What follows belongs to an exercise in optimizing a design on an open flow for small area, a short achievable clock period and few clock cycles; a production flow would make more cautious choices. Only simulation tests tie the RTL to the original design; equivalence was not proved. Power is estimated from default activity; no workload was simulated.

## oak
==> module backend_top, before the edit <==
module backend_top (
	input  logic        clk,
	input  logic        rst_n,
	input  logic        fetch_valid,
	input  logic [31:0] fetch_pc,
	input  logic [3:0]  fetch_opcode,
	input  logic [3:0]  fetch_dest,
	input  logic [3:0]  fetch_src1,
	input  logic [3:0]  fetch_src2,
	input  logic [15:0] fetch_imm,
	output logic        fetch_ready,
	output logic        retire_valid,
	output logic [31:0] retire_pc,
	output logic [3:0]  retire_dest,
	output logic [31:0] retire_result,
	output logic        retire_is_branch,
	output logic        retire_taken,
	output logic        retire_exc_flag,
	output logic        retire_br_misp,
	output logic [31:0] retire_redirect_pc,
	output logic        retire_exception
);
	logic halted;       
	logic d_valid;
	logic ex_valid;
	logic rt_valid;
	logic rt_misp;      
	logic rt_exc;       
	logic kill;         
	assign fetch_ready = !halted;
	assign kill        = rt_misp || rt_exc;
	logic [31:0] d_pc;
	logic [3:0]  d_rd;       
	logic        d_we;       
	logic [15:1] d_sel1;     
	logic [15:1] d_sel2;     
	logic        d_fex1;     
	logic        d_fex2;
	logic        d_frt1;     
	logic        d_frt2;
	logic [15:0] d_imm;
	logic        d_imm_b;    
	logic        d_sub;
	logic        d_arith;    
	logic        d_and;
	logic        d_or;
	logic        d_br;
	logic        d_bne;
	logic        d_ill;
	logic [3:0]  ex_rd;
	logic        ex_we;
	logic f_alu;
	assign f_alu = (fetch_opcode <= 4'd5);
	always_ff @(posedge clk) begin
		d_pc    <= fetch_pc;
		d_rd    <= f_alu ? fetch_dest : 4'd0;
		d_we    <= f_alu && (fetch_dest != 4'd0);
		for (int i = 1; i < 16; i++) begin
			d_sel1[i] <= (fetch_src1 == 4'(i));
			d_sel2[i] <= (fetch_src2 == 4'(i));
		end
		d_fex1  <= d_valid && d_we && (d_rd == fetch_src1);
		d_fex2  <= d_valid && d_we && (d_rd == fetch_src2);
		d_frt1  <= ex_valid && ex_we && (ex_rd == fetch_src1);
		d_frt2  <= ex_valid && ex_we && (ex_rd == fetch_src2);
		d_imm   <= fetch_imm;
		d_imm_b <= (fetch_opcode == 4'd5);
		d_sub   <= (fetch_opcode == 4'd1);
		d_arith <= (fetch_opcode == 4'd0) || (fetch_opcode == 4'd1) || (fetch_opcode == 4'd5);
		d_and   <= (fetch_opcode == 4'd2);
		d_or    <= (fetch_opcode == 4'd3);
		d_br    <= (fetch_opcode == 4'd6) || (fetch_opcode == 4'd7);
		d_bne   <= (fetch_opcode == 4'd7);
		d_ill   <= fetch_opcode[3];
	end
	logic [15:1][31:0] rf;
	logic [15:1]       rf_ok;
	logic [31:0] rt_wb;      
	logic [3:0]  rt_rd;
	logic        rt_we;
	always_ff @(posedge clk) begin
		for (int i = 1; i < 16; i++)
			if (rt_valid && rt_we && rt_rd == 4'(i))
				rf[i] <= rt_wb;
	end
	always_ff @(posedge clk or negedge rst_n) begin
		if (!rst_n)
			rf_ok <= '0;
		else
			for (int i = 1; i < 16; i++)
				if (rt_valid && rt_we && rt_rd == 4'(i))
					rf_ok[i] <= 1'b1;
	end
	logic [31:0] rf_a;
	logic [31:0] rf_b;
	always_comb begin
		rf_a = 32'd0;
		rf_b = 32'd0;
		for (int i = 1; i < 16; i++) begin
			rf_a = rf_a | (rf[i] & {32{d_sel1[i] && rf_ok[i]}});
			rf_b = rf_b | (rf[i] & {32{d_sel2[i] && rf_ok[i]}});
		end
	end
	logic [31:0] alu;
	logic [31:0] opnd_a;
	logic [31:0] opnd_b;
	assign opnd_a = d_fex1 ? alu : d_frt1 ? rt_wb : rf_a;
	assign opnd_b = d_imm_b ? {{16{d_imm[15]}}, d_imm} :
		d_fex2 ? alu : d_frt2 ? rt_wb : rf_b;
	logic [31:0] ex_pc;
	logic [15:0] ex_imm;
	logic [31:0] ex_a;
	logic [31:0] ex_b;       
	logic        ex_sub;     
	logic        ex_arith;
	logic        ex_and;
	logic        ex_or;
	logic        ex_br;
	logic        ex_bne;
	logic        ex_ill;
	always_ff @(posedge clk) begin
		ex_pc    <= d_pc;
		ex_imm   <= d_imm;
		ex_a     <= opnd_a;
		ex_b     <= d_sub ? ~opnd_b : opnd_b;
		ex_rd    <= d_rd;
		ex_we    <= d_we;
		ex_sub   <= d_sub;
		ex_arith <= d_arith;
		ex_and   <= d_and;
		ex_or    <= d_or;
		ex_br    <= d_br;
		ex_bne   <= d_bne;
		ex_ill   <= d_ill;
	end
	logic [31:0] sum;
	logic [31:0] logic_res;
	logic        eq;
	logic        taken;
	logic [31:0] target;
	assign sum       = ex_a + ex_b + {31'd0, ex_sub};
	assign logic_res = ex_and ? (ex_a & ex_b) : ex_or ? (ex_a | ex_b) : (ex_a ^ ex_b);
	assign alu       = ex_arith ? sum : logic_res;
	assign eq        = ~|(ex_a ^ ex_b);
	assign taken     = ex_br && (eq ^ ex_bne);
	logic [16:0] tgt_lo;
	logic [15:0] tgt_hi;
	logic        tgt_c;
	logic        tgt_s;
	assign tgt_lo = {1'b0, ex_pc[15:0]} + {1'b0, ex_imm};
	assign tgt_c  = tgt_lo[16];
	assign tgt_s  = ex_imm[15];
	assign tgt_hi = (tgt_c && !tgt_s) ? ex_pc[31:16] + 16'd1 :
		(!tgt_c && tgt_s) ? ex_pc[31:16] - 16'd1 : ex_pc[31:16];
	assign target = {tgt_hi, tgt_lo[15:0]};
	logic [31:0] rt_pc;
	logic [31:0] rt_result;
	logic        rt_br;
	logic        rt_taken;
	always_ff @(posedge clk) begin
		rt_pc     <= ex_pc;
		rt_result <= ex_br ? target : alu;
		rt_wb     <= alu;
		rt_rd     <= ex_rd;
		rt_we     <= ex_we;
		rt_br     <= ex_br;
		rt_taken  <= taken;
	end
	always_ff @(posedge clk or negedge rst_n) begin
		if (!rst_n) begin
			halted   <= 1'b0;
			d_valid  <= 1'b0;
			ex_valid <= 1'b0;
			rt_valid <= 1'b0;
			rt_misp  <= 1'b0;
			rt_exc   <= 1'b0;
		end else begin
			halted   <= halted || rt_exc;
			d_valid  <= fetch_valid && !halted && !kill;
			ex_valid <= d_valid && !kill;
			rt_valid <= ex_valid && !kill;
			rt_misp  <= ex_valid && !kill && taken;
			rt_exc   <= ex_valid && !kill && ex_ill;
		end
	end
	assign retire_valid       = rt_valid;
	assign retire_pc          = rt_pc;
	assign retire_dest        = rt_rd;
	assign retire_result      = rt_result;
	assign retire_is_branch   = rt_br;
	assign retire_taken       = rt_taken;
	assign retire_exc_flag    = rt_exc;
	assign retire_br_misp     = rt_misp;
	assign retire_redirect_pc = rt_result;
	assign retire_exception   = rt_exc;
endmodule
Settings: LEC_CHECK=0, ABC_CLOCK_PERIOD_IN_PS=2500, CAP_MARGIN=20, CORE_MARGIN=2, CORE_UTILIZATION=45, CTS_CLUSTER_DIAMETER=60, CTS_CLUSTER_SIZE=22, PLACE_DENSITY=0.65, SLEW_MARGIN=20; clock period 10.0 ns.
standard.sh (not shown) runs the stock make flow with config.mk's settings and CLKGATE_MAP_FILE= SYNTH_SCRIPT=/design/flow/synth_recipe.tcl, a recipe that flattens the netlist after the stock synthesis.
==> flow/flow/run.sh <==
#!/bin/bash
set -euo pipefail
cd "$(dirname "$0")/.."
MARGIN=$(cat flow/setup_margin)
bash standard.sh SETUP_SLACK_MARGIN="$MARGIN" finish > flow_make.log 2>&1
==> flow/flow/setup_margin <==
6.8
Testbench counts of oak, summed over its fixed seeds: cycles 29,094.
Modified inputs, pine compared to oak
diff --git a/flow/design.v b/flow/design.v
--- a/flow/design.v
+++ b/flow/design.v
@@ -145,16 +145,7 @@
 	assign alu       = ex_arith ? sum : logic_res;
 	assign eq        = ~|(ex_a ^ ex_b);
 	assign taken     = ex_br && (eq ^ ex_bne);
-	logic [16:0] tgt_lo;
-	logic [15:0] tgt_hi;
-	logic        tgt_c;
-	logic        tgt_s;
-	assign tgt_lo = {1'b0, ex_pc[15:0]} + {1'b0, ex_imm};
-	assign tgt_c  = tgt_lo[16];
-	assign tgt_s  = ex_imm[15];
-	assign tgt_hi = (tgt_c && !tgt_s) ? ex_pc[31:16] + 16'd1 :
-		(!tgt_c && tgt_s) ? ex_pc[31:16] - 16'd1 : ex_pc[31:16];
-	assign target = {tgt_hi, tgt_lo[15:0]};
+	assign target    = ex_pc + {{16{ex_imm[15]}}, ex_imm};
 	logic [31:0] rt_pc;
 	logic [31:0] rt_result;
 	logic        rt_br;
==> comparison <==
pine finished every step from synthesis to the final layout, and the layout passed the timing, design-rule and antenna checks.
Note that the worst IR drop on VDD recorded for oak amounts to 1.19 times the value seen in pine.
Compare pine and oak | total power draw higher: pine
The power per unit of standard cell area of pine is higher than that of oak.
Compared with oak, in pine number of gates resized after cts shows an increase of about 16%, area of combinational cells with multiple inputs shows an increase of 1.2%, proportion of power drawn by the clock network shows an increase of 1.4 points.
The higher design area came out of pine.
Summary of pine over oak: global-route usage down 0.27 points; least setup slack across all paths after layout flat.
Testbench counts of pine, summed over its fixed seeds: cycles 29,094.

* * *

== main ==
Another version of the RTL of backend_top (not shown whole).
Size in the first run: ~2,900 cells after synthesis, about 830 flip-flops.
==> module backend_top, before the edit <==
module backend_top (
	input  logic        clk,
	input  logic        rst_n,
	input  logic        fetch_valid,
	input  logic [31:0] fetch_pc,
	input  logic [3:0]  fetch_opcode,
	input  logic [3:0]  fetch_dest,
	input  logic [3:0]  fetch_src1,
	input  logic [3:0]  fetch_src2,
	input  logic [15:0] fetch_imm,
	output logic        fetch_ready,
	output logic        retire_valid,
	output logic [31:0] retire_pc,
	output logic [3:0]  retire_dest,
	output logic [31:0] retire_result,
	output logic        retire_is_branch,
	output logic        retire_taken,
	output logic        retire_exc_flag,
	output logic        retire_br_misp,
	output logic [31:0] retire_redirect_pc,
	output logic        retire_exception
);
	logic d_valid;
	logic ex_valid;
	logic rt_valid;
	logic rt_misp;      
	logic rt_exc;       
	logic rt_kill;      
	logic kill;         
	logic ready;        
	assign fetch_ready = ready;
	assign kill        = rt_kill;
	logic [31:0] d_pc;
	logic [3:0]  d_rd;       
	logic        d_we;       
	logic [15:1] d_sel1;     
	logic [15:1] d_sel2;     
	logic        d_fex1;     
	logic        d_fex2;
	logic        d_frt1;     
	logic        d_frt2;
	logic [15:0] d_imm;
	logic        d_imm_b;    
	logic        d_sub;
	logic        d_arith;    
	logic        d_and;
	logic        d_or;
	logic        d_br;
	logic        d_bne;
	logic        d_ill;
	logic [3:0]  ex_rd;
	logic        ex_we;
	logic f_alu;
	assign f_alu = (fetch_opcode <= 4'd5);
	always_ff @(posedge clk) begin
		d_pc    <= fetch_pc;
		d_rd    <= f_alu ? fetch_dest : 4'd0;
		d_we    <= f_alu && (fetch_dest != 4'd0);
		for (int i = 1; i < 16; i++) begin
			d_sel1[i] <= (fetch_src1 == 4'(i));
			d_sel2[i] <= (fetch_src2 == 4'(i));
		end
		d_fex1  <= d_valid && d_we && (d_rd == fetch_src1);
		d_fex2  <= d_valid && d_we && (d_rd == fetch_src2);
		d_frt1  <= ex_valid && ex_we && (ex_rd == fetch_src1);
		d_frt2  <= ex_valid && ex_we && (ex_rd == fetch_src2);
		d_imm   <= fetch_imm;
		d_imm_b <= (fetch_opcode == 4'd5);
		d_sub   <= (fetch_opcode == 4'd1);
		d_arith <= (fetch_opcode == 4'd0) || (fetch_opcode == 4'd1) || (fetch_opcode == 4'd5);
		d_and   <= (fetch_opcode == 4'd2);
		d_or    <= (fetch_opcode == 4'd3);
		d_br    <= (fetch_opcode == 4'd6) || (fetch_opcode == 4'd7);
		d_bne   <= (fetch_opcode == 4'd7);
		d_ill   <= fetch_opcode[3];
	end
	logic [15:1][31:0] rf;
	logic [15:1]       rf_ok;
	logic [31:0] rt_wb;      
	logic [3:0]  rt_rd;
	logic        rt_wr;      
	always_ff @(posedge clk) begin
		for (int i = 1; i < 16; i++)
			if (rt_wr && rt_rd == 4'(i))
				rf[i] <= rt_wb;
	end
	always_ff @(posedge clk or negedge rst_n) begin
		if (!rst_n)
			rf_ok <= '0;
		else
			for (int i = 1; i < 16; i++)
				if (rt_wr && rt_rd == 4'(i))
					rf_ok[i] <= 1'b1;
	end
	logic [31:0] rf_a;
	logic [31:0] rf_b;
	always_comb begin
		rf_a = 32'd0;
		rf_b = 32'd0;
		for (int i = 1; i < 16; i++) begin
			rf_a = rf_a | (rf[i] & {32{d_sel1[i] && rf_ok[i]}});
			rf_b = rf_b | (rf[i] & {32{d_sel2[i] && rf_ok[i]}});
		end
	end
	logic [31:0] alu;
	logic [31:0] opnd_a;
	logic [31:0] opnd_b;
	assign opnd_a = d_fex1 ? alu : d_frt1 ? rt_wb : rf_a;
	assign opnd_b = d_imm_b ? {{16{d_imm[15]}}, d_imm} :
		d_fex2 ? alu : d_frt2 ? rt_wb : rf_b;
	logic [31:0] ex_pc;
	logic [15:0] ex_imm;
	logic [31:0] ex_a;
	logic [31:0] ex_b;       
	logic        ex_sub;     
	logic        ex_arith;
	logic        ex_and;
	logic        ex_or;
	logic        ex_br;
	logic        ex_bne;
	logic        ex_ill;
	always_ff @(posedge clk) begin
		ex_pc    <= d_pc;
		ex_imm   <= d_imm;
		ex_a     <= opnd_a;
		ex_b     <= d_sub ? ~opnd_b : opnd_b;
		ex_rd    <= d_rd;
		ex_we    <= d_we;
		ex_sub   <= d_sub;
		ex_arith <= d_arith;
		ex_and   <= d_and;
		ex_or    <= d_or;
		ex_br    <= d_br;
		ex_bne   <= d_bne;
		ex_ill   <= d_ill;
	end
	logic [31:0] sum;
	logic [31:0] logic_res;
	logic        eq;
	logic        taken;
	logic [31:0] target;
	assign sum       = ex_a + ex_b + {31'd0, ex_sub};
	assign logic_res = ex_and ? (ex_a & ex_b) : ex_or ? (ex_a | ex_b) : (ex_a ^ ex_b);
	assign alu       = ex_arith ? sum : logic_res;
	assign eq        = ~|(ex_a ^ ex_b);
	assign taken     = ex_br && (eq ^ ex_bne);
	logic [16:0] tgt_lo;
	logic [15:0] tgt_hi;
	logic        tgt_c;
	logic        tgt_s;
	assign tgt_lo = {1'b0, ex_pc[15:0]} + {1'b0, ex_imm};
	assign tgt_c  = tgt_lo[16];
	assign tgt_s  = ex_imm[15];
	assign tgt_hi = (tgt_c && !tgt_s) ? ex_pc[31:16] + 16'd1 :
		(!tgt_c && tgt_s) ? ex_pc[31:16] - 16'd1 : ex_pc[31:16];
	assign target = {tgt_hi, tgt_lo[15:0]};
	logic [31:0] rt_pc;
	logic [31:0] rt_result;
	logic        rt_br;
	logic        rt_taken;
	logic        rt_ill;     
	always_ff @(posedge clk) begin
		rt_pc     <= ex_pc;
		rt_result <= ex_br ? target : alu;
		rt_wb     <= alu;
		rt_rd     <= ex_rd;
		rt_br     <= ex_br;
		rt_ill    <= ex_ill;
		rt_taken  <= taken;
	end
	always_ff @(posedge clk or negedge rst_n) begin
		if (!rst_n) begin
			ready    <= 1'b1;
			d_valid  <= 1'b0;
			ex_valid <= 1'b0;
			rt_valid <= 1'b0;
			rt_wr    <= 1'b0;
			rt_misp  <= 1'b0;
			rt_exc   <= 1'b0;
			rt_kill  <= 1'b0;
		end else begin
			ready    <= ready && !rt_exc;
			d_valid  <= fetch_valid && ready && !kill;
			ex_valid <= d_valid && !kill;
			rt_valid <= ex_valid && !kill;
			rt_wr    <= ex_valid && !kill && ex_we;
			rt_misp  <= ex_valid && !kill && taken;
			rt_exc   <= ex_valid && !kill && ex_ill;
			rt_kill  <= ex_valid && !kill && (taken || ex_ill);
		end
	end
	assign retire_valid       = rt_valid;
	assign retire_pc          = rt_pc;
	assign retire_dest        = rt_rd;
	assign retire_result      = rt_result;
	assign retire_is_branch   = rt_br;
	assign retire_taken       = rt_taken;
	assign retire_exc_flag    = rt_ill;
	assign retire_br_misp     = rt_misp;
	assign retire_redirect_pc = rt_result;
	assign retire_exception   = rt_exc;
endmodule
Settings: LEC_CHECK=0, ABC_CLOCK_PERIOD_IN_PS=2500, CAP_MARGIN=20, CORE_MARGIN=2, CORE_UTILIZATION=45, CTS_CLUSTER_DIAMETER=60, CTS_CLUSTER_SIZE=22, PLACE_DENSITY=0.65, SLEW_MARGIN=20; clock period 10.0 ns.
Scripts as last shown in full above: flow/flow/run.sh, flow/flow/setup_margin
Testbench counts of main, summed over its fixed seeds: cycles 29,094.
Input changes introduced in the feature branch (baseline for comparison: main):
--- a/flow/design.v
+++ b/flow/design.v
@@ -114,7 +114,7 @@
 	logic [15:0] ex_imm;
 	logic [31:0] ex_a;
-	logic [31:0] ex_b;       
-	logic        ex_sub;     
-	logic        ex_arith;
+	logic [31:0] ex_b;
+	logic        ex_sub;
+	logic        ex_add;     
 	logic        ex_and;
 	logic        ex_or;
@@ -126,9 +126,9 @@
 		ex_imm   <= d_imm;
 		ex_a     <= opnd_a;
-		ex_b     <= d_sub ? ~opnd_b : opnd_b;
+		ex_b     <= opnd_b;
 		ex_rd    <= d_rd;
 		ex_we    <= d_we;
 		ex_sub   <= d_sub;
-		ex_arith <= d_arith;
+		ex_add   <= d_arith && !d_sub;
 		ex_and   <= d_and;
 		ex_or    <= d_or;
@@ -138,11 +138,13 @@
 	end
 	logic [31:0] sum;
+	logic [31:0] diff;
 	logic [31:0] logic_res;
 	logic        eq;
 	logic        taken;
 	logic [31:0] target;
-	assign sum       = ex_a + ex_b + {31'd0, ex_sub};
+	assign sum       = ex_a + ex_b;
+	assign diff      = ex_a - ex_b;
 	assign logic_res = ex_and ? (ex_a & ex_b) : ex_or ? (ex_a | ex_b) : (ex_a ^ ex_b);
-	assign alu       = ex_arith ? sum : logic_res;
+	assign alu       = ex_add ? sum : ex_sub ? diff : logic_res;
 	assign eq        = ~|(ex_a ^ ex_b);
 	assign taken     = ex_br && (eq ^ ex_bne);
Notes after the runs:
Per the comparison of the feature branch with main, footprint of the multi-input gates rose 1700 um^2; synthesized cell count higher. Flip-flop and latch area across main and the feature branch: no real change. The global-route usage reported for the feature branch is greater than that of main by 2.8 points. Of main and the feature branch, main shows the lower core utilization, with the feature branch above it. Cmp the feature branch vs main: total instance count after detailed placement higher in the feature branch.
Testbench counts of the feature branch, summed over its fixed seeds: cycles 29,094.

[port drivers added, routing unchanged]
In the flow no input, the clock included, has a driving cell. The finished layouts below were timed again as built, in two steps.
Step 1 assumes that a clkbuf_16 drives the clock port and a buf_2 every other input.
Step 2 adds t to the input delays and takes it off the output delays; t is the mean of the earliest and latest rising clock arrival at the registers after step 1. Input paths then give back, and output paths get back, about the clock's delay inside the block.
a / b / c = ideal ports / drivers / drivers and shift; a / b = the first two.
run	shift t [ns]	slack for setup (ns)	hold slack, ns	worst register clock-pin slew, ns	worst data-port slew with drivers (ns)
oak	0.710	6.772 / 6.698 / 6.719	0.328 / 0.328 / 0.328	0.09 / 0.09	0.08
pine	0.714	6.774 / 6.701 / 6.443	0.330 / 0.330 / 0.330	0.09 / 0.09	0.08
main	0.703	6.705 / 6.634 / 6.493	0.331 / 0.331 / 0.331	0.09 / 0.09	0.07
the feature branch	0.728	6.667 / 6.598 / 6.307	0.327 / 0.327 / 0.327	0.09 / 0.09	0.11
After both steps setup and hold are still met in every run listed. For the feature branch, which loses most, drivers alone change the setup slack by -0.069 ns; drivers and shift together by -0.360 ns.
